Context: an optimization exercise on an open-source flow, tuned for small area, a short achievable clock period and few clock cycles per item. The choices shown serve that exercise and are no tape-out recipe. The RTL was checked by simulation tests, not by an equivalence proof against the original design. No activity file was given, so power comes from the tool's default toggle rates.

==> flow/design.v (excerpt) <==
module vector_exe_unit (
   input  logic        clk,
   input  logic        reset,
   input  logic        opcode_vld,
   input  logic [31:0] opcode0,
   input  logic [31:0] opcode1,
   input  logic        ls_busy,
   output logic        inst_buff_full,
   output logic        ls_req_valid,
   output logic        ls_req_write,
   output logic [4:0]  ls_req_vreg,
   output logic [31:0] ls_req_addr,
   output logic [31:0] ls_req_length
);
Size in the first run: about 780 flip-flops, ~140 I/O pins, roughly 0.030 mm^2 of cells after synthesis.
Settings: LEC_CHECK=0, CAP_MARGIN=20, CORE_MARGIN=2, CORE_UTILIZATION=40, CTS_CLUSTER_DIAMETER=90, CTS_CLUSTER_SIZE=30, SETUP_SLACK_MARGIN=2.0, SLEW_MARGIN=20, TNS_END_PERCENT=5; clock period 4.0 ns.
run.sh (not shown) runs the stock make flow with config.mk's settings and CLKGATE_MAP_FILE= SYNTH_SCRIPT=/design/flow/synth_recipe.tcl, a recipe that flattens the netlist after the stock synthesis.
The starting point produced a clean layout.
Testbench counts at the start, summed over its fixed seeds: cycles 17,684, items 19,384.
Next try:
CTS_CLUSTER_DIAMETER = 60   (was 90)
CTS_CLUSTER_SIZE = 25   (was 30)
TNS_END_PERCENT = 0   (was 5)
=> Final cell count drops by 1.1%. Wire length drops by 6.9%. Utilization drops by 0.36 points. Sequential cell count stays the same. Area after synthesis does not change. Synthesized cell count stays the same. Register-to-register slack gains 0.096 ns. Design area drops by 0.74%. Via count drops by 2.5%. Count of clock-buffer cells in the layout climbs by 1.
Next try:
CTS_CLUSTER_DIAMETER = 90   (was 60)
CTS_CLUSTER_SIZE = 30   (was 25)
Outcome: Area after synthesis is unchanged. Worst setup slack gets worse by 0.044 ns. First-iteration DRC count climbs by a few percent. Routed wire length shrinks slightly. Total power fell by a little under a tenth. Die area does not change. Final area drops by a few percent.
Next try:
PLACE_DENSITY = 0.5   (was not set)
TNS_END_PERCENT = not set   (was 0)
After rerunning: The changed run completed with no timing, DRC or antenna violations. Routed wire length rose by about a fifth. Design area increases by a few percent. Global-route usage went up by 2.6 points. Sequential share of layout area goes down by 4.0 points. Fmax rises by a few percent. First-iteration DRC count goes down by a little under a tenth.
Next try:
CORE_UTILIZATION = 60   (was 40)
CTS_CLUSTER_DIAMETER = 60   (was 90)
CTS_CLUSTER_SIZE = 25   (was 30)
PLACE_DENSITY = 0.75   (was 0.5)
Effect: Core utilization increases by 25 points; clock skew stays flat; wire length decreases by 1.4%; sequential share of layout area increases by 0.18 points; setup slack is worse by 0.082 ns; sequential cell count does not change; design area is about the same; area after synthesis is unchanged.

* * *

run 1:
Another version of the RTL of vector_exe_unit (not shown whole).
Size: about 1700 cells after synthesis, roughly 750 flip-flops.
make LEC_CHECK=0 CAP_MARGIN=20 CORE_MARGIN=2 CORE_UTILIZATION=40 CTS_CLUSTER_DIAMETER=70 CTS_CLUSTER_SIZE=30 SETUP_SLACK_MARGIN=2.0 SLEW_MARGIN=20 finish   # period 4.0 ns
Testbench counts of run 1, summed over its fixed seeds: cycles 18,098, items 19,384.
Inputs modified between run 1 and run 2:
- an added ABC_AREA of 1
## What came out
On switching power of the nets, the lower figure sits with run 1, not run 2. Run 1 ended up with opcode0[25] as its start point of the critical path; run 2 ended up with buffer.e0[70]. Taking run 1 as the reference, in run 2 buffer count excluding the clock tree in the final layout moved down, cell count moved up, combinational share of power moved up. Hold slack: run 2 and run 1 compared, lower one is run 2. Taking run 1 as the reference point, the synthesized instance count of run 2 rises by about 30%. For run 2, the endpoint of the worst setup timing path was executor.ls_req_addr[20], unlike run 1, where it was buffer.e0[60]. Run 2 against run 1: routing usage on met2 has decreased, setup slack went up.

* * *

Setup of rev 12:
RTL: one of the versions met above, not the one the previous note started from.
For scale: ~1800 cells after synthesis, about 0.030 mm^2 of cells after synthesis.
clock: 4.0 ns
lec_check: 0
cap_margin: 20
core_margin: 2
core_utilization: 40
cts_cluster_diameter: 90
cts_cluster_size: 30
gpl_timing_driven: 0
setup_slack_margin: 2.0
slew_margin: 20
Rev 12: flow completed, timing, DRC and antenna clean
Testbench counts of rev 12, summed over its fixed seeds: cycles 17,684, items 19,384.
[inputs] rev 13 vs rev 12
# rev 12
export LEC_CHECK = 0
export CAP_MARGIN = 20
export CORE_MARGIN = 2
export CORE_UTILIZATION = 40
export CTS_CLUSTER_DIAMETER = 90
export CTS_CLUSTER_SIZE = 30
export GPL_TIMING_DRIVEN = 0
export SETUP_SLACK_MARGIN = 2.0
export SLEW_MARGIN = 20
create_clock -name core_clock -period 4.0 [get_ports {clk}]
# rev 13
export LEC_CHECK = 0
export CAP_MARGIN = 20
export CORE_MARGIN = 2
export CORE_UTILIZATION = 40
export CTS_CLUSTER_DIAMETER = 90
export CTS_CLUSTER_SIZE = 30
export SETUP_SLACK_MARGIN = 2.0
export SLEW_MARGIN = 20
create_clock -name core_clock -period 4.0 [get_ports {clk}]
Results
Looking at timing startpoint of the critical path, the buffer.e0[62] result is from rev 12; the sregs.written[8] one comes from rev 13.
On wire length of the first global-routing pass: rev 13 sits below rev 12.
The non-clock buffer count in the final layout in rev 13 is 0.68 times that in rev 12.
Between rev 12 and rev 13, the flow reports detailed placer's ending HPWL decreasing by more than 10%.
Looking at slew at the pin closest to its max-slew limit, rev 13 sits 0.10 ns lower than rev 12 does.
Compared with rev 12, in rev 13 period utilization decreased by 5.4 points relative to the old numbers; worst hold slack decreased by 0.19 ns relative to the old numbers.
Rev 13 vs rev 12: wire length after detailed routing down
Rev 13 gives less post-detailed-placement cell area than rev 12 did.

* * *

Setup of exp/cedar:
Starting RTL as in the previous note.
make LEC_CHECK=0 CAP_MARGIN=20 CORE_MARGIN=2 CORE_UTILIZATION=40 CTS_CLUSTER_DIAMETER=90 CTS_CLUSTER_SIZE=30 GPL_ROUTABILITY_DRIVEN=0 SETUP_SLACK_MARGIN=2.0 SLEW_MARGIN=20 finish   # period 4.0 ns
Testbench counts of exp/cedar, summed over its fixed seeds: cycles 17,684, items 19,384.
Relative to exp/cedar, the following input files were edited for exp/xenon:
Settings: TNS_END_PERCENT now 0, previously not set; GPL_ROUTABILITY_DRIVEN no longer set, was 0; SETUP_SLACK_MARGIN now 2.2, was 2.0.
==> run summary <==
Total power draw of exp/xenon falls short of that of exp/cedar by a few percent. In exp/xenon relative to exp/cedar, post-route cell area had gone down by a few percent. Delta(worst reg-to-reg path cell count, exp/xenon - exp/cedar) > 0. For exp/cedar, the beginning of the critical path was buffer.e0[67], unlike exp/xenon, where it was ls_busy. Between exp/cedar and exp/xenon, the post-place instance area figures differ only marginally. Going from exp/cedar to exp/xenon, the number of global-route vias before repair was found to have gone down by 243. Summary of the comparison: setup slack is lower in exp/xenon, relative to exp/cedar.
Edits applied to the flow inputs when going from exp/xenon to exp/violet:
Settings: CTS_CLUSTER_DIAMETER changed from 90 to 60; TNS_END_PERCENT changed from 0 to 10; CTS_CLUSTER_SIZE changed from 30 to 25; SETUP_SLACK_MARGIN changed from 2.2 to 2.0.
==> run summary <==
For exp/xenon, the critical-path cell with the highest stage delay was dlygate4sd2_1, unlike exp/violet, where it was edfxtp_1.
For exp/xenon, the critical setup path kind was in -> reg, unlike exp/violet, where it was reg -> out.
Routed wire length (exp/violet / exp/xenon): 1.13
Transition at the pin with the smallest max-transition slack in exp/violet is 0.097 ns above exp/xenon.
exp/xenon ended up with sregs.regs[0][7] as its worst setup path endpoint; exp/violet ended up with ls_req_length[31].
Relative to exp/xenon, worst hold slack has increased by 0.055 ns in exp/violet.
Here is what was changed in the inputs of exp/raven compared with exp/violet.
Settings: a change of SETUP_SLACK_MARGIN from 2.0 to 1.9; a change of CTS_CLUSTER_SIZE from 25 to 30; a change of CTS_CLUSTER_DIAMETER from 60 to 90; a deleted TNS_END_PERCENT that had been 10.
exp/raven completed; timing, DRC and antenna clean
[exp/raven vs exp/violet] global routing met2 resource utilization: lower in exp/raven
What exp/raven reported for design internal power has to be multiplied by 1.08 to get the figure for exp/violet.
exp/raven ends up with a buffering stage count on the worst path with inverters included that is 4 higher than in exp/violet.
Compared with exp/violet, count of instances resized after the clock tree is built in exp/raven increased by more than half.
Sort exp/violet and exp/raven by detailed-routing wirelength on met1 asc -> top: exp/raven
There was hardly any difference in number of placed instances, taps included between exp/violet and exp/raven.
When exp/raven is set beside exp/violet, its clock buffer count from CTS turns out to be about 36% smaller.
Diff exp/violet..exp/raven | clock sink count | unchanged

* * *

== wip/indigo ==
vector_exe_unit again, from the RTL that the note above started with.
// vector_exe_unit
module vector_exe_unit (
   input  logic        clk,
   input  logic        reset,
   input  logic        opcode_vld,
   input  logic [31:0] opcode0,
   input  logic [31:0] opcode1,
   input  logic        ls_busy,
   output logic        inst_buff_full,
   output logic        ls_req_valid,
   output logic        ls_req_write,
   output logic [4:0]  ls_req_vreg,
   output logic [31:0] ls_req_addr,
   output logic [31:0] ls_req_length
);
Settings: LEC_CHECK=0, CAP_MARGIN=20, CORE_MARGIN=2, CORE_UTILIZATION=40, CTS_CLUSTER_DIAMETER=60, CTS_CLUSTER_SIZE=25, SETUP_SLACK_MARGIN=2.0, SLEW_MARGIN=20; clock period 4.0 ns.
Testbench counts of wip/indigo, summed over its fixed seeds: cycles 17,684, items 19,384.
Input-level comparison between wip/ember and wip/indigo:
--- a/flow/config.mk
+++ b/flow/config.mk
@@ -11,2 +11,3 @@
-export CTS_CLUSTER_DIAMETER = 60
-export CTS_CLUSTER_SIZE = 25
+export CTS_CLUSTER_DIAMETER = 90
+export CTS_CLUSTER_SIZE = 30
+export PLACE_DENSITY = 0.7
Notes after the runs:
- wip/ember: full flow OK, the timing, design-rule and antenna checks passed
- Re post-synthesis async set-or-reset flop share: no difference whatsoever between wip/indigo and wip/ember.
- There was hardly any difference in clock skew between wip/ember and wip/indigo.
- wip/indigo → wip/ember: worst setup timing slack at the placement stage picked up an extra 0.090 ns; average wire per cell in the routed design decreased 1.5%.
#### Input delta (wip/cedar over wip/ember)
--- a/flow/config.mk
+++ b/flow/config.mk
@@ -7,0 +8 @@
+export ABC_AREA = 1
@@ -13 +13,0 @@
-export PLACE_DENSITY = 0.7
Findings:
[compare] base=wip/ember new=wip/cedar: count of multi-input combinational gates shows an increase of 539, fraction of area in multi-input gates shows an increase of 1.1 points. Sequential share of layout area of wip/cedar is on par with wip/ember. On final cell count: between wip/ember and wip/cedar, it ends up higher for wip/cedar.
diff inputs: wip/cedar => wip/xenon
--- a/flow/config.mk
+++ b/flow/config.mk
@@ -8 +7,0 @@
-export ABC_AREA = 1
@@ -14 +13 @@
-export SETUP_SLACK_MARGIN = 2.0
+export SETUP_SLACK_MARGIN = 2.05
[summary]
wip/xenon went all the way through synthesis, placement and routing and the layout is clean on timing, DRC and antenna. Combinational family with the most area after synthesis: compound AO/OA/AOI/OAI gates -> wip/xenon, simple AND/OR/NAND/NOR gates -> wip/cedar. wip/xenon does worse than wip/cedar on tightest hold margin. wip/xenon — clock buffer instance count of the final layout 2 higher, wip/cedar as reference. met1 layer wirelength in the final routing was higher in wip/xenon than in wip/cedar. Taking wip/cedar as the reference, in wip/xenon highest clock rate went up, proportion of power drawn by the clock network went up, non-clock buffering overhead in the final layout went up.

-- re-timing with driven ports --
How much do the figures lean on ideal ports? The routed layouts below were timed once more, with nothing changed but the port constraints. Step 1: set_driving_cell puts a clkbuf_16 on clk and a buf_2 on each other input, an assumption about the parent block. Step 2 adds t to the input delays and takes it off the output delays; t is the mean of the earliest and latest rising clock arrival at the registers after step 1. Input paths then give back, and output paths get back, about the clock's delay inside the block. Slacks: ideal ports / drivers / drivers and shift; pairs: ideal ports / drivers.
run	t, ns	setup slack, ns	worst setup path after step 2	worst register clock-pin slew, ns
the first run of note 1	0.693	1.824 / 1.824 / 1.207	input to register	0.12 / 0.12
the second run of note 1	0.669	1.891 / 1.871 / 1.250	input to register	0.10 / 0.10
the third run of note 1	0.697	1.847 / 1.860 / 1.182	input to register	0.12 / 0.12
the fourth run of note 1	0.655	1.919 / 1.919 / 1.344	input to register	0.12 / 0.12
the fifth run of note 1	0.673	1.837 / 1.837 / 1.280	input to register	0.11 / 0.11
run 1	0.657	1.695 / 1.702 / 1.044	input to register	0.12 / 0.12
run 2	0.657	1.886 / 1.866 / 1.420	input to register	0.11 / 0.11
rev 12	0.718	1.731 / 1.731 / 1.282	input to register	0.12 / 0.12
rev 13	0.707	1.947 / 1.882 / 1.384	input to register	0.12 / 0.12
exp/cedar	0.698	1.917 / 1.864 / 1.379	input to register	0.12 / 0.12
exp/xenon	0.694	1.850 / 1.858 / 1.186	input to register	0.12 / 0.12
exp/violet	0.669	1.837 / 1.776 / 1.273	input to register	0.10 / 0.10
exp/raven	0.692	1.837 / 1.798 / 1.181	input to register	0.12 / 0.12
wip/indigo	0.669	1.927 / 1.926 / 1.397	input to register	0.10 / 0.10
wip/ember	0.692	1.830 / 1.830 / 1.355	input to register	0.12 / 0.12
wip/cedar	0.679	1.813 / 1.813 / 1.426	input to register	0.12 / 0.12
wip/xenon	0.699	1.830 / 1.830 / 1.289	input to register	0.12 / 0.12
After both steps setup and hold are still met in every run listed. The setup slack of the third run of note 1, which loses most, moves by +0.013 ns with the drivers and by -0.665 ns with both steps.
